From an optimization exercise on the open Yosys and OpenROAD flow, aimed at small area, a short achievable clock period and few clock cycles per item; shortcuts taken in it are not production practice. Only simulation tests tie the RTL to the original design; equivalence was not proved.

==> flow/design.v <==
package neuron_pkg;
  localparam int W      = 16;
  localparam int SUMA_W = 22;
  typedef enum logic [1:0] {
    S_IDLE  = 2'd0,
    S_MAC   = 2'd1,
    S_ZNAK  = 2'd2,
    S_IZLAZ = 2'd3
  } stanje_e;
  function automatic logic sm_sign(input logic [W-1:0] v);
    sm_sign = v[W-1];
  endfunction
  function automatic logic [W-2:0] sm_mag(input logic [W-1:0] v);
    sm_mag = v[W-2:0];
  endfunction
endpackage
import neuron_pkg::*;
module Sigmoid_LUT (
  input  logic [neuron_pkg::SUMA_W-1:0] suma,
  input  logic                          predznak,
  output logic [neuron_pkg::W-1:0]      vjerojatnost
);
  localparam int SEG_SHIFT = 15;                
  localparam int SEG_W     = SUMA_W - SEG_SHIFT;
  logic [SEG_W-1:0] seg_raw;
  logic [3:0]       seg;
  logic [W-1:0]     poz;
  always_comb begin
    poz     = 16'h8000;
    seg_raw = SEG_W'(suma >> SEG_SHIFT);
    seg     = (|seg_raw[SEG_W-1:4]) ? 4'd15 : seg_raw[3:0];
    unique case (seg)
      4'd0:  poz = 16'h8000;
      4'd1:  poz = 16'h9F59;
      4'd2:  poz = 16'hBB27;
      4'd3:  poz = 16'hD14D;
      4'd4:  poz = 16'hE17D;
      4'd5:  poz = 16'hEC94;
      4'd6:  poz = 16'hF3DC;
      4'd7:  poz = 16'hF87F;
      4'd8:  poz = 16'hFB65;
      4'd9:  poz = 16'hFD29;
      4'd10: poz = 16'hFE49;
      4'd11: poz = 16'hFEF5;
      4'd12: poz = 16'hFF5E;
      4'd13: poz = 16'hFF9E;
      4'd14: poz = 16'hFFC4;
      4'd15: poz = 16'hFFDC;
    endcase
    vjerojatnost = predznak ? (~poz + W'(1)) : poz;
  end
endmodule
import neuron_pkg::*;
module neuron_serijski_mac #(
  parameter  int N_ULAZA = 60,
  parameter  int P_FRAC  = 15,
  parameter  int ACC_W   = 24,
  localparam int IDX_W   = $clog2(N_ULAZA)
) (
  input  logic                 clk,
  input  logic                 rst,
  input  logic [N_ULAZA*neuron_pkg::W-1:0] uzorak,
  input  logic                 uzorak_valid,
  output logic                 uzorak_ready,
  input  logic                 tez_we,
  input  logic [IDX_W-1:0]     tez_addr,
  input  logic [neuron_pkg::W-1:0] tez_data,
  output logic [neuron_pkg::W-1:0] izlaz,
  output logic                 izlaz_valid,
  output logic [neuron_pkg::SUMA_W-1:0] suma,
  output logic                 predznak
);
  localparam logic [IDX_W-1:0]    IDX_LAST = IDX_W'(N_ULAZA - 1);
  localparam logic signed [ACC_W:0] ACC_MAX = {2'b00, {(ACC_W-1){1'b1}}};
  localparam logic signed [ACC_W:0] ACC_MIN = {2'b11, {(ACC_W-1){1'b0}}};
  localparam logic [ACC_W:0]      SUMA_MAX = {{(ACC_W+1-SUMA_W){1'b0}}, {SUMA_W{1'b1}}};
  neuron_pkg::stanje_e     stanje_q, stanje_d;
  logic [IDX_W-1:0]        idx_q, idx_d;
  logic signed [ACC_W-1:0] acc_q, acc_d;
  logic [N_ULAZA*W-1:0]    uzorak_q;
  logic [W-1:0]            tez_q [N_ULAZA];
  logic [SUMA_W-1:0]       suma_q, suma_d;
  logic                    predznak_q, predznak_d;
  logic [W-1:0]            izlaz_q, izlaz_d;
  logic                    izlaz_valid_q, izlaz_valid_d;
  logic                    prihvat;
  logic [W-1:0]            x_k, w_k, p_k;
  logic [2*W-2:0]          proizvod;
  logic signed [ACC_W:0]   acc_ext, p_ext, zbroj, acc_sat;
  logic [ACC_W:0]          modul;
  logic [SUMA_W-1:0]       suma_klip;
  logic [W-1:0]            lut_izlaz;
  assign uzorak_ready = (stanje_q == S_IDLE);
  assign prihvat      = uzorak_valid && (stanje_q == S_IDLE);
  always_comb begin
    x_k      = uzorak_q[idx_q*W +: W];
    w_k      = tez_q[idx_q];
    proizvod = {{W{1'b0}}, w_k[W-2:0]} * {{(W-1){1'b0}}, x_k};
    p_k      = W'(proizvod >> P_FRAC);
    acc_ext  = {acc_q[ACC_W-1], acc_q};
    p_ext    = {{(ACC_W+1-W){1'b0}}, p_k};
    zbroj    = w_k[W-1] ? (acc_ext - p_ext) : (acc_ext + p_ext);
    if (zbroj > ACC_MAX)      acc_sat = ACC_MAX;
    else if (zbroj < ACC_MIN) acc_sat = ACC_MIN;
    else                      acc_sat = zbroj;
    modul     = acc_q[ACC_W-1] ? -acc_ext : acc_ext;
    suma_klip = (modul > SUMA_MAX) ? {SUMA_W{1'b1}} : modul[SUMA_W-1:0];
  end
  Sigmoid_LUT u_sigmoid (
    .suma         (suma_q),
    .predznak     (predznak_q),
    .vjerojatnost (lut_izlaz)
  );
  always_comb begin
    stanje_d      = stanje_q;
    idx_d         = idx_q;
    acc_d         = acc_q;
    suma_d        = suma_q;
    predznak_d    = predznak_q;
    izlaz_d       = izlaz_q;
    izlaz_valid_d = 1'b0;
    unique case (stanje_q)
      S_IDLE: begin
        if (prihvat) begin
          stanje_d = S_MAC;
          idx_d    = '0;
          acc_d    = '0;
        end
      end
      S_MAC: begin
        acc_d = acc_sat[ACC_W-1:0];
        if (idx_q == IDX_LAST) stanje_d = S_ZNAK;
        else                   idx_d    = idx_q + IDX_W'(1);
      end
      S_ZNAK: begin
        predznak_d = acc_q[ACC_W-1];
        suma_d     = suma_klip;
        stanje_d   = S_IZLAZ;
      end
      S_IZLAZ: begin
        izlaz_d       = lut_izlaz;
        izlaz_valid_d = 1'b1;
        stanje_d      = S_IDLE;
      end
      default: stanje_d = S_IDLE;
    endcase
  end
  always_ff @(posedge clk) begin
    if (rst) begin
      stanje_q      <= S_IDLE;
      idx_q         <= '0;
      acc_q         <= '0;
      suma_q        <= '0;
      predznak_q    <= 1'b0;
      izlaz_q       <= '0;
      izlaz_valid_q <= 1'b0;
    end else begin
      stanje_q      <= stanje_d;
      idx_q         <= idx_d;
      acc_q         <= acc_d;
      suma_q        <= suma_d;
      predznak_q    <= predznak_d;
      izlaz_q       <= izlaz_d;
      izlaz_valid_q <= izlaz_valid_d;
    end
  end
  always_ff @(posedge clk) begin
    if (rst) begin
      for (int k = 0; k < N_ULAZA; k++) tez_q[k] <= '0;
    end else if (tez_we && ({1'b0, tez_addr} < (IDX_W+1)'(N_ULAZA))) begin
      tez_q[tez_addr] <= tez_data;
    end
  end
  always_ff @(posedge clk) begin
    if (prihvat) uzorak_q <= uzorak;
  end
  assign izlaz       = izlaz_q;
  assign izlaz_valid = izlaz_valid_q;
  assign suma        = suma_q;
  assign predznak    = predznak_q;
endmodule
==> flow/run.sh <==
#!/bin/bash
# synth_recipe.tcl (not shown) runs the flow's synth.tcl, then flattens the netlist and writes it again
# the make line also repeats each setting of config.mk as NAME=value (left out here)
make -C /OpenROAD-flow-scripts/flow DESIGN_CONFIG=/design/flow/config.mk WORK_HOME=/design/flow/orfs CLKGATE_MAP_FILE= SYNTH_SCRIPT=/design/flow/synth_recipe.tcl finish
==> flow/config.mk <==
export PLATFORM = sky130hd
export DESIGN_NAME = neuron_serijski_mac
export DESIGN_NICKNAME = neuron_serijski_mac
export VERILOG_FILES = /design/flow/design.v
export SDC_FILE = /design/flow/constraint.sdc
export NUM_CORES = 4
export LEC_CHECK = 0
export CAP_MARGIN = 20
export CORE_MARGIN = 2
export CORE_UTILIZATION = 40
export SLEW_MARGIN = 20
==> flow/constraint.sdc <==
create_clock -name core_clock -period 13.0 [get_ports {clk}]
set_input_delay 2.6000 -clock core_clock [delete_from_list [all_inputs] [get_ports {clk}]]
set_output_delay 2.6000 -clock core_clock [all_outputs]
set_load 0.01 [all_outputs]
==> results.json <==
{
  "cp_data_arrival_time_ns": 13.27,
  "achievable-frequency_mhz": 80.16,
  "finalSetupViolations": 0,
  "timing_worst_slew_pin_value_ns": 1.152,
  "placeableCoreArea_sq_mm": 0.2383,
  "std_cell_rows": 179,
  "rrSetupSlack_ns": 0.52,
  "floorplan.initialDensity_pct": 40.33,
  "grt_overflow_total": 0,
  "yosysWarningCount": 2,
  "synth.lib_cells_used.distinct": 92,
  "wl_per_cell_um": 29.98,
  "post-route-min-period_ns": 12.48,
  "synth_seq_cells": 2062,
  "netlist_instances": 5828,
  "timing.hold.worst.start": "suma_q[14]$_SDFFE_PP0N_",
  "drive_gt1_share_pct": 18.32,
  "skew_ns": 0.08463,
  "slowest_stage": "sky130_fd_sc_hd__mux4_2",
  "drt.antenna.violating_nets": 0,
  "cts_num_sinks": 2062,
  "layout.cells.most_common_list": "sky130_fd_sc_hd__edfxtp_1 (1984), sky130_fd_sc_hd__clkdlybuf4s50_1 (1009), sky130_fd_sc_hd__and2_1 (972)",
  "worst_reg2reg_path_length_in_cells": 45,
  "vias_in_the_first_global_route": 57410,
  "max_cap_viol_count": 0,
  "timing.hold.worst_path_depth": 2,
  "cts.path.max_buffers": 3,
  "tritoncts": "done",
  "design.portCount": 1027,
  "asyncSetResetFlopFracSynth_pct": 0,
  "syn_area_per_cell_sq_um": 16.49,
  "synthesis.area_sq_mm": 0.09610,
  "grt_start_max_net_pins": 180,
  "die_area_sq_mm": 0.2442,
  "critical_path.reg2reg.endpoint": "acc_q[15]$_SDFFE_PP0P_",
  "synth.yosys.seq_area_share_pct": 63.62,
  "area_growth_syn_to_layout_pct": 23.60,
  "gp_congestion": 0.9236,
  "critical-path-top-delay-family": "adder cells",
  "width_of_the_die_um": 494.2,
  "synth_flop_cell": "sky130_fd_sc_hd__edfxtp_1",
  "cts-buffers-inserted": 219,
  "root_buffer": "sky130_fd_sc_hd__clkbuf_16",
  "min-delay-path-class": "register to register",
  "design.final.nets": 8294,
  "period_share_pct": 95.97,
  "cts-htree-levels": 4,
  "final.setup.tns_ns": 0,
  "detail_route.vias_per_cell": 5.432,
  "filler_cell_count": 19900,
  "cp_slowest_stage_delay_ns": 0.57,
  "number_of_antenna_violations_at_the_first_check_in_global_routing": 79,
  "endpoint_kind": "register",
  "initialDrtViolationCount": 5952,
  "buffer_ports.inserted": 1026,
  "fin_ws_ns": 0.5242,
  "worstPathMaxFanout": 26,
  "criticalPathCategory": "register to register",
  "detailroute.via_count": 56400,
  "dpl.hpwl_mm": 226.6,
  "startpoint_type": "register",
  "dieHeight_um": 494.2,
  "mostFrequentLayoutCell": "sky130_fd_sc_hd__edfxtp_1",
  "crit_path_buffers_inverters": 9,
  "insertion_delay_ns": 0.88,
  "hold_path_end": "suma_q[14]$_SDFFE_PP0N_",
  "finalMaxSlewViolations": 0,
  "final_hold_slack_ns": 0.4816,
  "synth-edff-count": 1984,
  "outcome": "complete, no violations",
  "detailedPlace.worstSlack_ns": 0.3075,
  "grt_pass1_wl_mm": 435.9,
  "clk_pin_slew_ns": 0.06,
  "ctsHoldBuffers": 0,
  "final_hold_viol_count": 0,
  "grt.total_usage_pct": 25.26,
  "drt_drc_violations_left": 0,
  "critical_path.most_common_cell": "sky130_fd_sc_hd__fa_1",
  "maxSlewHeadroom_pct": 23.10,
  "cp.required_ns": 13.79,
  "drt_wl_total_mm": 311.3,
  "first_pass_iters": 6
}
## sequential cells by signal, indices dropped and copies added, names as in the netlist, named ones only
register       flops
izlaz_q           16
predznak_q         1
suma_q            22
idx_q              6
acc_q             24
stanje_q           2
uzorak_q         960
tez_q           1024
izlaz_valid_q      1
## logic make-up (layout without fill, tap and decap cells)
group	after synthesis	count (layout)	synth area share [%]
other	1	97	0.003902
buffers and inverters	652	1944	2.646
DFF	2062	2062	63.62
AOI/OAI and AO/OA	316	316	2.361
adders and majority gates	311	311	5.455
and+or+nand+nor	1713	1713	9.968
muxes	690	690	15.18
xor gates and xnor gates	83	83	0.7643
## layer usage
| metal | GRT usage, % | vias up | wire length [um] |
|---|---|---|---|
| met4 | 6.806 | 42 | 9224 |
| met5 | 0 | - | 264 |
| met1 | 34.34 | 29430 | 127500 |
| met2 | 41.66 | 2307 | 152200 |
| met3 | 4.789 | 415 | 22050 |
| li1 | - | 24210 | - |
## final cells by class
type	instances	area, sq um	area share, %
Tap cell	3167	3963	3.336
Inverter	267	1006	0.8469
Timing Repair Buffer	1270	12450	10.48
Sequential cell	2062	61170	51.50
Multi-Input combinational cell	3177	32720	27.55
Clock buffer	257	5643	4.751
Antenna cell	33	82.58	0.06953
Clock inverter	150	1739	1.464
## worst min-delay path, cell delays in order (launching register included)
cell and delay [ns]:
sky130_fd_sc_hd__dfxtp_1 0.31, sky130_fd_sc_hd__nor2_1 0.08, sky130_fd_sc_hd__a211oi_1 0.05
## Yosys cell counts (all sizes together) (42+ instances only)
cell    count  area share (%)
mux2i      66            0.69
ha        131             1.7
fa        180             3.7
buf        80            0.41
inv       267             1.0
or2        66            0.43
xnor2      42            0.39
nand2     212            0.83
edfxtp   1984              62
mux4      606              14
o21ai      50            0.26
dfxtp      78             1.6
clkbuf    305             1.2
a21oi      55            0.29
nor2      267             1.0
and2      974             6.3
## worst max-delay path by stage
stage / depth (start not counted) / endpoint / start
2_1_floorplan: 52 / acc_q[22]$_SDFFE_PP0P_ / register
3_3_place_gp: 47 / acc_q[7]$_SDFFE_PP0P_ / idx_q[0]$_SDFFE_PP0P_
3_5_place_dp: 44 / acc_q[7]$_SDFFE_PP0P_ / idx_q[0]$_SDFFE_PP0P_
4_1_cts: 44 / acc_q[15]$_SDFFE_PP0P_ / idx_q[0]$_SDFFE_PP0P_
5_1_grt: 47 / acc_q[9]$_SDFFE_PP0P_ / idx_q[0]$_SDFFE_PP0P_
6_report: 45 / acc_q[15]$_SDFFE_PP0P_ / register
## through the flow
step                cell area (sq um)  std cells  util, %
finish                         118800      10380    49.84
global route                   118800      10380    49.84
CTS                            118500      10340    49.73
detailed placement             111100       9933    46.64
global placement               111100       9933    46.63
floorplan                       96400       5891        -
## what timing repair did
action | 4_1_cts | 5_1_grt
setup buffers | 0 | 10
endpoints found under the setup margin | 0 | 23
gates resized for setup | 0 | 8
Testbench counts, summed over its fixed seeds: cycles 60,560, items 960.

## afterwards: timing with drivers on the ports
In the flow no input, the clock included, has a driving cell. The finished layout below was timed again as built, in two steps.
Step 1, drivers: a clkbuf_16 drives clk and a buf_2 each remaining input, both assumed.
Step 2 also shifts input and output timing later by t, the mid clock arrival at the registers, as if the neighbouring blocks saw the same clock.
Three values: no drivers, after step 1, after step 2; two values: the first two.
t, ns: 0.944
setup WS [ns]: 0.524 / 0.524 / 0.524
slew at the worst register clock pin (ns): 0.08 / 0.08
worst slew at a driven data input, ns: 0.27
After both steps setup and hold are still met in this run. The setup slack of this run moves by 0.000 ns with the drivers and by 0.000 ns with both steps.
